From an optimization exercise on the open Yosys and OpenROAD flow, aimed at small area, a short achievable clock period and few clock cycles; shortcuts taken in it are not production practice.
Function was checked by simulation only, so behaviour that the tests miss may differ from the original.
No activity file was given, so power comes from the tool's default toggle rates.

==> flow/design.v, too long to show whole: its modules and the start of the top module <==
// module weightMem: 24 lines
// module mvuSequencer: 51 lines
// module mvuCore: 2730 lines
// module resultFifo: 52 lines
// module mvuTop: 63 lines
module mvuTop (
	input  logic                           clk,
	input  logic                           rst,
	input  logic                           wWr,
	input  logic [mvuPkg::FOLD_WIDTH-1:0]  wAddr,
	input  logic [mvuPkg::WTILE_WIDTH-1:0] wData,
	input  logic [mvuPkg::FOLD_WIDTH-1:0]  foldCount,
	input  logic                           aStrobe,
	input  logic [mvuPkg::ATILE_WIDTH-1:0] aData,
	input  logic                           aPad,
	output logic                           outVld,
	output logic [mvuPkg::OUT_WIDTH-1:0]   outData,
	output logic [mvuPkg::LANE_WIDTH-1:0]  outLane,
	output logic                           hold
);
  // ...
==> flow/run.sh <==
#!/bin/bash
# synth_recipe.tcl (not shown) runs the flow's synth.tcl, then flattens the netlist and writes it again
# the make line also repeats each setting of config.mk as NAME=value (left out here)
make -C /OpenROAD-flow-scripts/flow DESIGN_CONFIG=/design/flow/config.mk WORK_HOME=/design/flow/orfs CLKGATE_MAP_FILE= SYNTH_SCRIPT=/design/flow/synth_recipe.tcl finish
==> flow/config.mk <==
export PLATFORM = sky130hd
export DESIGN_NAME = mvuTop
export DESIGN_NICKNAME = mvuTop
export VERILOG_FILES = /design/flow/design.v
export SDC_FILE = /design/flow/constraint.sdc
export NUM_CORES = 4
export LEC_CHECK = 0
export CAP_MARGIN = 20
export CORE_MARGIN = 2
export CORE_UTILIZATION = 40
export SETUP_SLACK_MARGIN = 3.4
export SLEW_MARGIN = 20
==> flow/constraint.sdc <==
create_clock -name core_clock -period 6.0 [get_ports {clk}]
set_input_delay 1.2000 -clock core_clock [delete_from_list [all_inputs] [get_ports {clk}]]
set_output_delay 1.2000 -clock core_clock [all_outputs]
set_load 0.01 [all_outputs]
==> flow_summary.json, run 1 <==
{
  "grt_pass1_vias": 40019,
  "num_rows": 152,
  "final_core_util_pct": 48.2,
  "final_cells": 7359,
  "r2r_start": "mvuSequencer_i.a[4]",
  "grt_max_degree": 166,
  "gp_congestion": 0.898,
  "min-delay-start": "mvuCore_i.rstD",
  "finalWorstSetupSlack_ns": 2.98,
  "fp.dieW_um": 421,
  "synth-warning-count": 5,
  "max_freq_mhz": 331,
  "dr_wl_met2_um": 86200,
  "worst_ep_arrival_time_ns": 3.68,
  "synth_edf_count": 1152,
  "grt_pass1_wl_um": 255000,
  "skew_ns": 0.0601,
  "wl_met1_um": 73200,
  "use_met2_pct": 32.7,
  "synth-compound-area-share_pct": 7.09,
  "top_register": "weightMem_i.mem",
  "synth_most_common_cell": "edfxtp_1",
  "p_total_mw": 33.1,
  "final_common_cell": "edfxtp_1",
  "crit_path_frequent_cell": "fa_2",
  "status": "timing/DRC/antenna clean",
  "whs_endpoint": "mvuCore_i.fresh",
  "antenna_cells": 1,
  "crit_required_ns": 6.66,
  "criticalPathCategory": "register to register",
  "ant_nets": 0,
  "buf_share_pct": 5.12,
  "hold_violations": 0
}
Testbench counts, summed over its fixed seeds: cycles 10,035.
==> run 2, diff against run 1 <==
--- a/flow/config.mk
+++ b/flow/config.mk
@@ -8,5 +8,5 @@
 export CAP_MARGIN = 20
 export CORE_MARGIN = 2
-export CORE_UTILIZATION = 40
+export CORE_UTILIZATION = 60
 export SETUP_SLACK_MARGIN = 3.4
 export SLEW_MARGIN = 20
==> flow_summary.json, run 2 <==
{
  "status": "timing/DRC/antenna clean",
  "vias": 39562,
  "crit_path_frequent_cell": "fa_2",
  "crit_path_start_kind": "register",
  "core_area_mm2": 0.115,
  "most-common-layout-cells": "edfxtp_1 (1,152), inv_1 (462), nand2_1 (361)",
  "criticalPathCategory": "register to register",
  "syn_nets": 5372,
  "clk_latency_ns": 0.77,
  "rsz0062_at_grt": "true",
  "finalWirelength_um": 174000,
  "cap_viol_max_count": 0,
  "max_freq_mhz": 335,
  "synth_top_area_share_pct": 49.8,
  "ys.flop_type": "edfxtp_1",
  "area.growth.synth_to_final_pct": 18.8,
  "max_stage_delay_ns": 0.62,
  "cts_tree": "yes",
  "seq_area_frac_synth_pct": 62.4,
  "synth_top_area_cell": "edfxtp_1",
  "synth_adder_area_share_pct": 16.7,
  "numPortBuffers": 182,
  "die_area_mm2": 0.118,
  "grt_pass1_wl_um": 255000,
  "grt_pass1_vias": 40069,
  "reg2reg_slack_ns": 3.01,
  "syn_inst": 4578,
  "drtIter0Drc": 4506,
  "synth_top_family_by_area": "adder cells",
  "hold_violations": 0,
  "grt_util_all_layers_pct": 29.4,
  "cts_made_buffers": 159,
  "r2r_start": "mvuSequencer_i.a[4]",
  "synth_area_mm2": 0.0694,
  "crit_required_ns": 6.66,
  "synth-compound-area-share_pct": 7.09,
  "whs_endpoint": "mvuCore_i.fresh",
  "synth-warning-count": 5,
  "dp_hpwl_um": 106000,
  "fin_nets": 5726,
  "regToRegEndpoint": "mvuCore_i.r3_1150",
  "clock_sink_count": 1588,
  "io_pins": 183,
  "gp_congestion": 0.942,
  "crit_buf_inv": 2,
  "nFillCells": 7430,
  "leakagePower_nw": 30.9,
  "synth_area_leaders": "edfxtp_1 (50%), fa_1 (15%), dfxtp_1 (13%), a222oi_1 (3.4%), inv_1 (3.1%)",
  "startpoint": "mvuSequencer_i.a[4]",
  "async_flop_share_pct": 0,
  "syn_area_per_cell_um2": 15.2,
  "hp-class": "register to register",
  "cp-end-kind": "register",
  "ys_ff_latch": 1588,
  "avgViaCountPerCell": 6.01,
  "seq_area_mm2": 0.0435,
  "grt_max_degree": 159,
  "num_rows": 124,
  "netlist_top_cells_count": "edfxtp_1 (1,152), inv_1 (565), fa_1 (509), dfxtp_1 (436), nand2_1 (435)",
  "min-delay-start": "mvuCore_i.rstD",
  "drive_gt1_share_pct": 21.7,
  "wl_per_cell_um": 26.4,
  "h-tree-depth": 4,
  "largest_reg_flops": 1024,
  "fp.dieW_um": 344,
  "worstRegToRegCells": 7,
  "drc": 0,
  "grt_overflow_total": 0,
  "setup_viol": 0,
  "crit_family": "adder cells",
  "synthMuxAreaShare_pct": 3.07,
  "clkTransAtPathRegs_ns": 0.06,
  "maxSlewHeadroom_pct": 32.2,
  "top_register": "weightMem_i.mem",
  "die_h_um": 344,
  "cts_hold_buf": 0,
  "setup_tns_ns": 0,
  "synth_xor_area_share_pct": 0.752,
  "slew_violations": 0,
  "cp_max_fo": 6,
  "peakVddDrop_mv": 0.328,
  "netlist-cell-type-count": 73,
  "hold_depth": 1,
  "ant_nets": 0,
  "cp_slowest_cell": "fa_2",
  "root_buffer": "clkbuf_16",
  "cts_buffer_depth": 3,
  "power_density_mw_per_mm2": 402,
  "holdWs_ns": 0.419,
  "period_share_pct": 49.8,
  "firstDrtPassIters": 9,
  "synth_most_common_cell": "edfxtp_1",
  "synth_simple_gate_area_share_pct": 5.75,
  "initial_core_util_pct": 60.6,
  "final_common_cell": "edfxtp_1",
  "worst_ep_arrival_time_ns": 3.65,
  "post-route-min-period_ns": 2.99,
  "path_cells": "buf_8, and2_4, fa_1, fa_2, fa_2, fa_2, inv_1",
  "top_regs": "weightMem_i.mem (1024), resultFifo_i.mem (128), weightMem_i.rdData (128)",
  "tightestPinTransition_ns": 1.02,
  "multi_input_comb_area_mm2": 0.0247,
  "synth_edf_count": 1152,
  "grt_antenna_before_repair": 18,
  "skew_ns": 0.0378
}
run 2: metal layers:
layer	vias to the layer above	part of all wire, %	track usage, %
met5	-	0.049	0
met4	12	3.1	9.32
met3	330	9.0	5.35
met2	1836	46	45.5
met1	20269	42	43.0
li1	17115	-	-
run 2: timing repair:
item,4_1_cts,5_1_grt
endpoints found under the setup margin,577,470
pin swaps,107,110
gates cloned,6,2
gates resized for setup,402,315
buffers inserted,134,31
run 2: how the worst max path moves through the flow:
stage	cells past startpoint	slack, ns	end
6_report	7	3.01	mvuCore_i.r3_1150
4_1_cts	9	3.06	mvuCore_i.r3_1144
3_5_place_dp	9	2.33	mvuSequencer_i.hold
5_1_grt	10	2.97	mvuCore_i.r3_1150
3_3_place_gp	9	2.36	mvuSequencer_i.hold
2_1_floorplan	2	1.10	weightMem_i.mem[0][0]
run 2: kinds of logic (layout without fill, tap and decap cells):
logic type	Yosys count	count (layout)
compound gates	546	546
xor+xnor	57	57
fa+ha+maj	623	623
buf+inv	766	1255
flops	1588	1588
mux	163	163
other cells	0	3
simple gates	835	837
run 2: worst register-to-register path, stage by stage, from the launching register on:
cell,delay (ns)
dfxtp_4,0.46
buf_8,0.18
and2_4,0.15
fa_1,0.44
fa_2,0.62
fa_2,0.47
fa_2,0.53
inv_1,0.04
run 2: power by group:
part / switching, mW / total, mW / internal, mW
Clock: 4.18 / 10.1 / 5.95
Sequential: 0.814 / 14.1 / 13.3
Combinational: 5.11 / 8.90 / 3.79
Total: 10.1 / 33.1 / 23.0
run 2: final cells by class:
class	instances	share of cell area (%)
timing repair buffer	390	5.78
sequential	1588	52.8
multi-input combinational	2226	30.0
antenna	3	0.00910
inverter	567	2.59
clock inverter	61	1.04
clock buffer	237	5.56
tap	1512	2.29
run 2: through the flow:
step | area, um^2 | instances | power [mW] | setup slack [ns] | utilization [%]
global placement | 73100 | 6110 | 21.7 | 2.36 | 63.9
CTS | 81200 | 6548 | 32.4 | 3.06 | 70.9
floorplan | 69900 | 4578 | 19.5 | 1.10 | -
finish | 82500 | 6584 | 33.1 | 3.01 | 72.1
global route | 82500 | 6582 | 35.0 | 2.97 | 72.1
detailed placement | 73100 | 6110 | 21.9 | 2.33 | 63.9

## re-timing with driven ports
In the flow no input, the clock included, has a driving cell. The finished layouts below were timed again as built, in two steps.
Step 1 sets driving cells, clkbuf_16 on the clock port and buf_2 on the other inputs (assumed; they add their load-dependent delay and slew).
Step 2 also shifts input and output timing later by t, the mid clock arrival at the registers, as if the neighbouring blocks saw the same clock.
Slacks: no drivers / after step 1 / after step 2; pairs: no drivers / after step 1.
run | t (ns) | setup slack, ns | worst hold slack (ns) | latest minus earliest clock arrival (ns) | cell pins on the clock port's net
run 1 | 0.865 | 2.983 / 2.983 / 2.616 | 0.414 / 0.414 / 0.414 | 0.064 / 0.064 | 1
run 2 | 0.837 | 3.011 / 3.011 / 2.556 | 0.419 / 0.419 / 0.419 | 0.041 / 0.041 | 1
After both steps setup and hold are still met in every run listed. For run 2, which loses most, drivers alone change the setup slack by 0.000 ns; drivers and shift together by -0.455 ns.
